Source: an optimization exercise on an open RTL-to-GDS flow (aim: small area, a short achievable clock period and few clock cycles per item). Production flows keep margins and buffers that such runs may drop. Only simulation tests tie the RTL to the original design; equivalence was not proved.

**flow/design.v**
```verilog
package vasl_pkg;
    localparam logic [15:0] ACCEL_RESET = 16'd768;
    localparam logic [14:0] SPEED_RESET = 15'd1024;
    localparam logic [15:0] STEP_RESET  = 16'd6554;
    localparam logic [15:0] LIM_RESET   = 16'd77;
endpackage
import vasl_pkg::*;
module vector_accel_speed_limiter_top
(
    input  logic               clk,
    input  logic               rst_n,
    input  logic               cfg_we,
    input  logic [1:0]         cfg_index,
    input  logic [15:0]        cfg_data,
    input  logic               in_valid,
    output logic               in_ready,
    input  logic [2:0]         op,
    input  logic signed [15:0] target_vx,
    input  logic signed [15:0] target_vy,
    output logic               out_valid,
    input  logic               out_ready,
    output logic signed [15:0] vel_x_out,
    output logic signed [15:0] vel_y_out,
    output logic signed [31:0] pos_x_out,
    output logic signed [31:0] pos_y_out,
    output logic signed [15:0] acc_x_out,
    output logic signed [15:0] acc_y_out
);
    localparam int SQK = 4;               
    localparam int NRT = 20 / SQK;        
    localparam int DVK = 4;               
    localparam int NDV = 16 / DVK;        
    localparam logic [2:0] RT_LAST = NRT - 1;
    localparam logic [2:0] DV_LAST = NDV - 1;
    localparam logic [2:0] DV_END  = NDV;
    localparam logic [3:0] F_IDLE  = 4'd0;
    localparam logic [3:0] F_SQ1   = 4'd1;
    localparam logic [3:0] F_SQ2   = 4'd2;
    localparam logic [3:0] F_RT    = 4'd3;
    localparam logic [3:0] F_DIV   = 4'd4;
    localparam logic [3:0] F_VUPD  = 4'd5;
    localparam logic [3:0] F_SV1   = 4'd6;
    localparam logic [3:0] F_SV2   = 4'd7;
    localparam logic [3:0] F_CHK   = 4'd8;
    localparam logic [3:0] F_SP1   = 4'd9;
    localparam logic [3:0] F_SP2   = 4'd10;
    localparam logic [3:0] F_SVUPD = 4'd11;
    localparam logic [2:0] P_IDLE = 3'd0;
    localparam logic [2:0] P_MX   = 3'd1;
    localparam logic [2:0] P_UX   = 3'd2;
    localparam logic [2:0] P_MY   = 3'd3;
    localparam logic [2:0] P_UY   = 3'd4;
    logic [15:0] accel_r, step_r, lim_r;
    logic [14:0] speed_r;
    logic [31:0] nsq_r;                   
    logic        lim_dirty, nsq_dirty;
    logic signed [15:0] vx_r, vy_r, ax_r, ay_r;
    logic signed [31:0] px_r, py_r;
    logic [3:0] fst;
    logic [2:0] cnt;
    logic       spd_mode, spd_eng, sel_a;
    logic       res_pending, acc_done, pos_done, out_valid_r;
    logic       acc_busy;
    logic [2:0] acc_cnt;
    logic       acc_sat_x, acc_sat_y, acc_zero, acc_sx, acc_sy;
    logic [2:0] pst;
    logic       pos_start;
    logic [15:0] a_r, b_r;
    logic        sx_r, sy_r;
    logic [39:0] s_r;
    logic [17:0] rt_rem;
    logic [16:0] rt_root;
    logic [16:0] xr_r, yr_r;              
    logic [15:0] xn_r, yn_r;              
    logic [22:0] t_r;
    logic        t_neg;
    logic [15:0]        m_a, m_b;
    logic signed [33:0] m_add;
    logic signed [33:0] macc;
    logic               fg_mul, pos_mul;
    logic [15:0]        abs_vx, abs_vy;
    assign abs_vx = vx_r[15] ? (-vx_r) : vx_r;
    assign abs_vy = vy_r[15] ? (-vy_r) : vy_r;
    always_comb
    begin
        fg_mul = 1'b0;
        m_a    = '0;
        m_b    = '0;
        m_add  = '0;
        unique case (fst)
            F_IDLE:
            begin
                if (lim_dirty)
                begin
                    fg_mul = 1'b1;
                    m_a    = accel_r;
                    m_b    = step_r;
                    m_add  = 34'sd32768;
                end
                else if (nsq_dirty)
                begin
                    fg_mul = 1'b1;
                    m_a    = {1'b0, speed_r};
                    m_b    = {1'b0, speed_r};
                end
            end
            F_SQ1: begin fg_mul = 1'b1; m_a = a_r; m_b = a_r; end
            F_SQ2: begin fg_mul = 1'b1; m_a = b_r; m_b = b_r; m_add = s_r[33:0]; end
            F_SP1: begin fg_mul = 1'b1; m_a = abs_vx; m_b = abs_vx; end
            F_SP2: begin fg_mul = 1'b1; m_a = abs_vy; m_b = abs_vy; m_add = s_r[33:0]; end
            F_SV1: begin fg_mul = 1'b1; m_a = abs_vx; m_b = abs_vx; m_add = {{2{nsq_r[31]}}, nsq_r}; end
            F_SV2: begin fg_mul = 1'b1; m_a = abs_vy; m_b = abs_vy; m_add = s_r[33:0]; end
            F_RT:
            begin
                if (cnt == 3'd0)
                begin
                    fg_mul = 1'b1;
                    m_a    = spd_mode ? abs_vx : a_r;
                    m_b    = spd_mode ? {1'b0, speed_r} : lim_r;
                end
                else if (cnt == 3'd1)
                begin
                    fg_mul = 1'b1;
                    m_a    = spd_mode ? abs_vy : b_r;
                    m_b    = spd_mode ? {1'b0, speed_r} : lim_r;
                end
            end
            default: ;
        endcase
        pos_mul = 1'b0;
        if (!fg_mul && (pst == P_MX || pst == P_UX || pst == P_MY))
        begin
            pos_mul = 1'b1;
            m_b     = step_r;
            if (pst == P_MX)
            begin
                m_a   = abs_vx;
                m_add = vx_r[15] ? 34'sd127 : 34'sd128;
            end
            else
            begin
                m_a   = abs_vy;
                m_add = vy_r[15] ? 34'sd127 : 34'sd128;
            end
        end
    end
    logic [31:0] m_prod;
    assign m_prod = m_a * m_b;
    logic signed [33:0] m_prod_s;
    assign m_prod_s = {2'b00, m_prod};
    assign macc     = m_prod_s + m_add;
    logic [17:0] rt_rem_n;
    logic [16:0] rt_root_n;
    logic [39:0] rt_x_n;
    always_comb
    begin
        logic [19:0] sh;
        logic [19:0] tr;
        rt_rem_n  = rt_rem;
        rt_root_n = rt_root;
        rt_x_n    = s_r;
        for (int i = 0; i < SQK; i++)
        begin
            sh = {rt_rem_n, rt_x_n[39:38]};
            tr = {1'b0, rt_root_n, 2'b01};
            if (sh >= tr)
            begin
                rt_rem_n  = (sh - tr);
                rt_root_n = {rt_root_n[15:0], 1'b1};
            end
            else
            begin
                rt_rem_n  = sh[17:0];
                rt_root_n = {rt_root_n[15:0], 1'b0};
            end
            rt_x_n = {rt_x_n[37:0], 2'b00};
        end
    end
    logic lim_eng;
    assign lim_eng = (rt_root > {1'b0, lim_r}) || ((rt_root == {1'b0, lim_r}) && (rt_rem != '0));
    logic [16:0] den;
    logic [16:0] xr_n, yr_n;
    logic [15:0] xn_n, yn_n;
    assign den = acc_busy ? {1'b0, step_r} : rt_root;
    always_comb
    begin
        logic [17:0] sh;
        xr_n = xr_r;
        xn_n = xn_r;
        yr_n = yr_r;
        yn_n = yn_r;
        for (int i = 0; i < DVK; i++)
        begin
            sh = {xr_n, xn_n[15]};
            if (sh >= {1'b0, den})
            begin
                xr_n = (sh - {1'b0, den});
                xn_n = {xn_n[14:0], 1'b1};
            end
            else
            begin
                xr_n = sh[16:0];
                xn_n = {xn_n[14:0], 1'b0};
            end
            sh = {yr_n, yn_n[15]};
            if (sh >= {1'b0, den})
            begin
                yr_n = (sh - {1'b0, den});
                yn_n = {yn_n[14:0], 1'b1};
            end
            else
            begin
                yr_n = sh[16:0];
                yn_n = {yn_n[14:0], 1'b0};
            end
        end
    end
    logic               idle_like, accept;
    logic               take;
    logic signed [16:0] gx, gy, dx, dy;
    logic [15:0]        mag_x, mag_y;
    assign idle_like = (fst == F_IDLE) || ((fst == F_CHK) && !spd_eng);
    assign in_ready  = idle_like && !lim_dirty && !nsq_dirty;
    assign accept    = in_ready && in_valid;
    assign take  = (op == 3'd0) || (op == 3'd1);
    assign gx    = take ? {target_vx[15], target_vx} : 17'sd0;
    assign gy    = take ? {target_vy[15], target_vy} : 17'sd0;
    assign dx    = gx - {vx_r[15], vx_r};
    assign dy    = gy - {vy_r[15], vy_r};
    assign mag_x = dx[16] ? (-dx) : dx[15:0];
    assign mag_y = dy[16] ? (-dy) : dy[15:0];
    logic [15:0] mx, my;
    assign mx = sel_a ? a_r : xn_r;
    assign my = sel_a ? b_r : yn_r;
    logic [15:0] ax_n, ay_n;
    always_comb
    begin
        if (acc_zero)
            ax_n = 16'h0000;
        else if (acc_sx)
            ax_n = (acc_sat_x || (xn_r > 16'd32768)) ? 16'h8000 : (-xn_r);
        else
            ax_n = (acc_sat_x || xn_r[15]) ? 16'h7FFF : xn_r;
        if (acc_zero)
            ay_n = 16'h0000;
        else if (acc_sy)
            ay_n = (acc_sat_y || (yn_r > 16'd32768)) ? 16'h8000 : (-yn_r);
        else
            ay_n = (acc_sat_y || yn_r[15]) ? 16'h7FFF : yn_r;
    end
    logic signed [31:0] pos_in, pos_n;
    logic signed [33:0] pos_tt, pos_pp, pos_st, pos_sum;
    assign pos_in = (pst == P_UX) ? px_r : py_r;
    always_comb
    begin
        pos_tt  = {11'd0, t_r};
        pos_pp  = {{2{pos_in[31]}}, pos_in};
        pos_st  = t_neg ? -pos_tt : pos_tt;
        pos_sum = pos_pp + pos_st;
        if (pos_sum > 34'sd2147483647)
            pos_n = 32'h7FFFFFFF;
        else if (pos_sum < -34'sd2147483648)
            pos_n = 32'h80000000;
        else
            pos_n = pos_sum[31:0];
    end
    always_ff @(posedge clk or negedge rst_n)
    begin
        if (!rst_n)
        begin
            accel_r     <= ACCEL_RESET;
            speed_r     <= SPEED_RESET;
            step_r      <= STEP_RESET;
            lim_r       <= LIM_RESET;
            nsq_r       <= 32'hFFEF_FFFF;
            lim_dirty   <= 1'b0;
            nsq_dirty   <= 1'b0;
            vx_r        <= '0;
            vy_r        <= '0;
            px_r        <= '0;
            py_r        <= '0;
            fst         <= F_IDLE;
            cnt         <= '0;
            spd_mode    <= 1'b0;
            spd_eng     <= 1'b0;
            sel_a       <= 1'b0;
            res_pending <= 1'b0;
            acc_done    <= 1'b0;
            pos_done    <= 1'b0;
            out_valid_r <= 1'b0;
            acc_busy    <= 1'b0;
            acc_cnt     <= '0;
            pst         <= P_IDLE;
            pos_start   <= 1'b0;
        end
        else
        begin
            if (fst == F_IDLE && lim_dirty)
            begin
                lim_r     <= macc[31:16];
                lim_dirty <= 1'b0;
            end
            else if (fst == F_IDLE && nsq_dirty)
            begin
                nsq_r     <= ~macc[31:0];
                nsq_dirty <= 1'b0;
            end
            if (cfg_we)
            begin
                unique case (cfg_index)
                    2'd0: begin accel_r <= cfg_data;       lim_dirty <= 1'b1; end
                    2'd1: begin speed_r <= cfg_data[14:0]; nsq_dirty <= 1'b1; end
                    2'd2: begin step_r  <= cfg_data;       lim_dirty <= 1'b1; end
                    default: ;
                endcase
            end
            pos_start <= 1'b0;
            unique case (fst)
                F_IDLE, F_CHK:
                begin
                    if (fst == F_CHK && spd_eng)
                        fst <= F_SP1;
                    else
                    begin
                        if (fst == F_CHK)
                            pos_start <= 1'b1;
                        fst <= accept ? F_SQ1 : F_IDLE;
                    end
                end
                F_SQ1: fst <= F_SQ2;
                F_SQ2, F_SP2:
                begin
                    fst      <= F_RT;
                    cnt      <= '0;
                    spd_mode <= (fst == F_SP2);
                end
                F_RT:
                begin
                    if (!(cnt == 3'd0 && acc_busy))
                    begin
                        if (cnt == RT_LAST)
                        begin
                            fst <= F_DIV;
                            cnt <= '0;
                        end
                        else
                            cnt <= cnt + 3'd1;
                    end
                end
                F_DIV:
                begin
                    if (!spd_mode && cnt == 3'd0 && !lim_eng)
                    begin
                        sel_a <= 1'b1;
                        fst   <= F_VUPD;
                    end
                    else if (cnt == DV_LAST)
                        fst <= spd_mode ? F_SVUPD : F_VUPD;
                    else
                        cnt <= cnt + 3'd1;
                end
                F_VUPD:
                begin
                    if (!res_pending)
                    begin
                        vx_r        <= vx_r + (sx_r ? (-mx) : mx);
                        vy_r        <= vy_r + (sy_r ? (-my) : my);
                        sel_a       <= 1'b0;
                        res_pending <= 1'b1;
                        acc_busy    <= 1'b1;
                        acc_cnt     <= '0;
                        fst         <= F_SV1;
                    end
                end
                F_SV1: fst <= F_SV2;
                F_SV2:
                begin
                    spd_eng <= !macc[33];
                    fst     <= F_CHK;
                end
                F_SP1: fst <= F_SP2;
                F_SVUPD:
                begin
                    vx_r      <= vx_r[15] ? (-xn_r) : xn_r;
                    vy_r      <= vy_r[15] ? (-yn_r) : yn_r;
                    spd_mode  <= 1'b0;
                    spd_eng   <= 1'b0;
                    pos_start <= 1'b1;
                    fst       <= F_IDLE;
                end
                default: fst <= F_IDLE;
            endcase
            if (acc_busy)
            begin
                if (acc_cnt == DV_END)
                begin
                    acc_busy <= 1'b0;
                    acc_done <= 1'b1;
                end
                else
                    acc_cnt <= acc_cnt + 3'd1;
            end
            unique case (pst)
                P_IDLE: if (pos_start) pst <= P_MX;
                P_MX:   if (pos_mul) pst <= P_UX;
                P_UX:
                begin
                    px_r <= pos_n;
                    pst  <= pos_mul ? P_UY : P_MY;
                end
                P_MY:   if (pos_mul) pst <= P_UY;
                P_UY:
                begin
                    py_r     <= pos_n;
                    pos_done <= 1'b1;
                    pst      <= P_IDLE;
                end
                default: pst <= P_IDLE;
            endcase
            if (out_valid_r && out_ready)
            begin
                out_valid_r <= 1'b0;
                res_pending <= 1'b0;
            end
            else if (!out_valid_r && res_pending && acc_done && pos_done)
            begin
                out_valid_r <= 1'b1;
                acc_done    <= 1'b0;
                pos_done    <= 1'b0;
            end
        end
    end
    always_ff @(posedge clk)
    begin
        if (accept)
        begin
            a_r  <= mag_x;
            b_r  <= mag_y;
            sx_r <= dx[16];
            sy_r <= dy[16];
        end
        if (fst == F_SQ1 || fst == F_SQ2 || fst == F_SP1 || fst == F_SP2 ||
            fst == F_SV1 || fst == F_SV2)
            s_r <= {6'd0, macc};
        else if (fst == F_RT && !(cnt == 3'd0 && acc_busy))
            s_r <= rt_x_n;
        if (fst == F_SQ2 || fst == F_SP2)
        begin
            rt_rem  <= '0;
            rt_root <= '0;
        end
        else if (fst == F_RT && !(cnt == 3'd0 && acc_busy))
        begin
            rt_rem  <= rt_rem_n;
            rt_root <= rt_root_n;
        end
        if (fst == F_RT && cnt == 3'd0 && !acc_busy)
        begin
            xr_r <= {1'b0, macc[31:16]};
            xn_r <= macc[15:0];
        end
        else if (fst == F_RT && cnt == 3'd1)
        begin
            yr_r <= {1'b0, macc[31:16]};
            yn_r <= macc[15:0];
        end
        else if (fst == F_VUPD && !res_pending)
        begin
            xr_r      <= {1'b0, mx};
            xn_r      <= '0;
            yr_r      <= {1'b0, my};
            yn_r      <= '0;
            acc_sat_x <= mx >= step_r;
            acc_sat_y <= my >= step_r;
            acc_zero  <= step_r == 16'd0;
            acc_sx    <= sx_r;
            acc_sy    <= sy_r;
        end
        else if (fst == F_DIV || (acc_busy && acc_cnt != DV_END))
        begin
            xr_r <= xr_n;
            xn_r <= xn_n;
            yr_r <= yr_n;
            yn_r <= yn_n;
        end
        if (acc_busy && acc_cnt == DV_END)
        begin
            ax_r <= ax_n;
            ay_r <= ay_n;
        end
        if (pos_mul)
        begin
            t_r   <= macc[30:8];
            t_neg <= (pst == P_MX) ? vx_r[15] : vy_r[15];
        end
    end
    assign out_valid = out_valid_r;
    assign vel_x_out = vx_r;
    assign vel_y_out = vy_r;
    assign pos_x_out = px_r;
    assign pos_y_out = py_r;
    assign acc_x_out = ax_r;
    assign acc_y_out = ay_r;
endmodule
```
**flow/run.sh**
```bash
#!/bin/bash
# synth_recipe.tcl (not shown) runs the flow's synth.tcl, then flattens the netlist and writes it again
# the make line also repeats each setting of config.mk as NAME=value (left out here)
make -C /OpenROAD-flow-scripts/flow DESIGN_CONFIG=/design/flow/config.mk WORK_HOME=/design/flow/orfs CLKGATE_MAP_FILE= SYNTH_SCRIPT=/design/flow/synth_recipe.tcl finish
```
**flow/config.mk**
```make
export PLATFORM = sky130hd
export DESIGN_NAME = vector_accel_speed_limiter_top
export DESIGN_NICKNAME = vector_accel_speed_limiter_top
export VERILOG_FILES = /design/flow/design.v
export SDC_FILE = /design/flow/constraint.sdc
export NUM_CORES = 4
export LEC_CHECK = 0
export CAP_MARGIN = 20
export CORE_MARGIN = 2
export CORE_UTILIZATION = 40
export SLEW_MARGIN = 20
```
**flow/constraint.sdc**
```tcl
create_clock -name core_clock -period 12.0 [get_ports {clk}]
set_input_delay 2.4000 -clock core_clock [delete_from_list [all_inputs] [get_ports {clk}]]
set_output_delay 2.4000 -clock core_clock [all_outputs]
set_load 0.01 [all_outputs]
```
==> flow_summary.json <==
{
  "status": "timing/DRC/antenna clean",
  "synth_area_leaders": "ha_1 (12%), edfxtp_1 (11%), dfrtp_1 (8.4%)",
  "ios": 188,
  "hpwl_um": 149500,
  "setup_violations": 0,
  "grt_max_degree": 99,
  "synth_top_area_share": 0.1244,
  "die_h_um": 360.6,
  "fin_tns_setup_ns": 0,
  "postPlaceCellArea_um2": 56110,
  "firstDrtPassIters": 7,
  "grt_pass1_vias": 44920,
  "ys.warnings.count": 1,
  "crit_required_ns": 12.37,
  "ys_seq_elements": 451,
  "final_nets": 7240,
  "clock_path_buffers": 3,
  "synth.net_count": 6946,
  "tightest_slew_ns": 1.136,
  "die-area_um2": 130100,
  "cts-root-buf": "clkbuf_16",
  "start_util": 0.4041,
  "track_usage": 0.2797,
  "wirelength_um": 187600,
  "grt_pass1_wl_um": 280500,
  "period_minus_slack_ns": 11.60,
  "yosysTopAreaCell": "ha_1",
  "via_count": 47720,
  "min_period_over_period": 0.9667,
  "slew_violations": 0,
  "synth_area_per_cell_um2": 8.241,
  "post_synth_num_cell_types": 107,
  "htreeDepth": 2,
  "fin_area_um2": 58320,
  "insertion_delay_ns": 0.67,
  "placed_cells": 8053,
  "synth_most_common_cell": "nand2_1",
  "die_w_um": 360.6,
  "cp-startpoint": "vx_r[3]$_DFFE_PN0P_",
  "hp-class": "register to register",
  "core-area_um2": 125900,
  "syn_to_final_growth_pct": 14.62,
  "cap_violations": 0,
  "r2r-start": "vx_r[3]$_DFFE_PN0P_",
  "fin_cells": 8170,
  "antenna_found_initial": 4,
  "multi_input_area_um2": 36040,
  "place.port_buffers": 186,
  "synth_seq_area_share": 0.2379,
  "drtAntennaViolNets": 0,
  "ys.flop_type": "edfxtp_1",
  "slowest_stage": "fa_1",
  "fillCellCount": 12480,
  "cp_max_fo": 7,
  "timing.fmax_mhz": 86.21,
  "drive_gt1_frac": 0.09928,
  "critPathMaxStageDelay_ns": 0.66,
  "ys_top_cells_by_count": "nand2_1 (802), nor2_1 (542), inv_1 (531)",
  "syn_area_um2": 50880,
  "register_area_um2": 12110,
  "arrival_ns": 11.97,
  "drc": 0,
  "cpMostUsedCell": "inv_1",
  "clk_pin_slew_ns": 0.07,
  "crit_type": "register to register",
  "overflow": 0,
  "clock_skew_ns": 0.04212,
  "slew_headroom": 0.2370,
  "ys_async_sr_fraction": 0.4767,
  "viasPerCell": 5.841,
  "drtIter0Drc": 4751,
  "syn_inst": 6174,
  "place_congestion": 0.9771,
  "wl_per_cell_um": 22.96,
  "min_from": "nsq_r[3]$_DFFE_PN1P_",
  "endpoint_kind": "register",
  "hold_viol_final": 0,
  "synth_edf_count": 194,
  "cts_tree": "built",
  "numCtsBuffers": 57,
  "rows": 130,
  "start_kind": "register",
  "cts_sinks": 451,
  "busiest_layer": "met2",
  "use_met2": 0.4377,
  "gr-usage-met3": 0.05051,
  "grtUsageMet1": 0.3850
}
==> registers in the layout, indices dropped and copies added (netlist names), 17 cells and up, named ones only <==
signal and flops:
nsq_r 32, px_r 32, py_r 32, rt_rem 18, rt_root 17, s_r 40
t_r 23, xr_r 17, yr_r 17
==> metal layers <==
metal  up-vias  share of wire
met5         -              0
met3       348          0.085
li1      22330              -
met4         0          0.038
met1     23110           0.43
met2      1930           0.44
==> worst paths after layout <==
kind                       cells past startpoint                 endpoint  slack (ns)
setup reg to reg                              40       xr_r[15]$_DFFE_PP_        0.40
hold / removal                                 2     nsq_r[3]$_DFFE_PN1P_        0.46
setup / recovery                              40       xr_r[15]$_DFFE_PP_        0.40
min in group asynchronous                      1  out_valid_r$_DFFE_PN0P_        1.83
hold reg to reg                                2     nsq_r[3]$_DFFE_PN1P_        0.46
max in group asynchronous                      2       fst[2]$_DFFE_PN0P_        8.75
==> layout make-up <==
cell class                 instances  share of cell area
clock buffer                      76             0.02723
antenna                            3           0.0001287
inverter                         537             0.03458
tap                             1650             0.03540
timing repair buffer             472             0.06992
sequential                       451              0.2076
clock inverter                    32            0.007230
multi-input combinational       4949              0.6179
==> metrics by stage <==
stage	hold slack (ns)	setup WS [ns]	utilization
floorplan	0.4392	0.03117	-
global placement	0.4496	0.09540	0.4456
detailed placement	0.4495	0.09160	0.4456
CTS	0.4602	0.02431	0.4616
global route	0.4791	-0.07003	0.4632
finish	0.4621	0.3998	0.4632
==> placed cells by master (no fill, tap or decap), drive strengths merged, types with 28 or more instances in the layout <==
cell type,n
nor2b,62
ha,506
a21oi,461
clkbuf,76
clkdlybuf4s50,185
o31ai,32
a21boi,28
a22oi,39
o21a,64
o211ai,28
dfstp,45
nand2b,44
nor2,544
a31oi,45
xor2,96
mux2,112
nand4,45
buf,287
nor3,87
and3,28
nor3b,35
dfrtp,170
inv,536
or3,60
edfxtp,194
nand3,99
and2,64
o21ai,399
xnor2,318
o22ai,33
a21o,134
nand2,804
o21bai,57
a211oi,104
fa,208
dfxtp,42
a22o,43
mux2i,100
==> critical path: cells and delay by family (launching register included) <==
| family | cells | cell delay, ns |
|---|---|---|
| compound gates | 11 | 2.70 |
| buf+inv | 8 | 1.05 |
| fa+ha+maj | 8 | 3.97 |
| simple gates | 10 | 2.13 |
| mux | 1 | 0.26 |
| xor+xnor | 2 | 0.76 |
| flops | 1 | 0.40 |
==> cells by family after synthesis <==
kind of cell             share of synthesized area
multiplexers                               0.04471
adder cells (fa/ha/maj)                     0.2063
AND/OR/NAND/NOR                             0.1736
buffers and inverters                      0.05811
XOR/XNOR                                   0.07127
AO/OA/AOI/OAI                               0.2081
flip-flops                                  0.2379
==> repair_timing <==
action,in CTS,in global routing
setup buffers,0,4
resized for setup,0,44
hold buffers,0,0
endpoints found under the setup margin,0,50
Testbench counts, summed over its fixed seeds: cycles 72,564, items 4,800.

==> afterwards: timing with drivers on the ports <==
Ports are ideal in the flow. The routed layout listed here was re-timed in OpenROAD.
Step 1 (the two cells are an assumption about what drives the block):
set clk [get_ports {clk}]
set_driving_cell -lib_cell sky130_fd_sc_hd__clkbuf_16 $clk
set_driving_cell -lib_cell sky130_fd_sc_hd__buf_2 [delete_from_list [all_inputs] $clk]
Step 2, shift: input delay + t, output delay - t, t = (earliest + latest rising clock arrival at the registers) / 2. This alone moves slack from input paths to output paths.
a / b / c = ideal ports / drivers / drivers and shift; a / b = the first two.
shift t [ns]: 0.718
setup slack, ns: 0.400 / 0.400 / 0.400
worst slew at a driven data input, ns: 0.07
pins driven straight from the clock port: 1
After both steps setup and hold are still met in this run. The setup slack of this run moves by 0.000 ns with the drivers and by 0.000 ns with both steps.
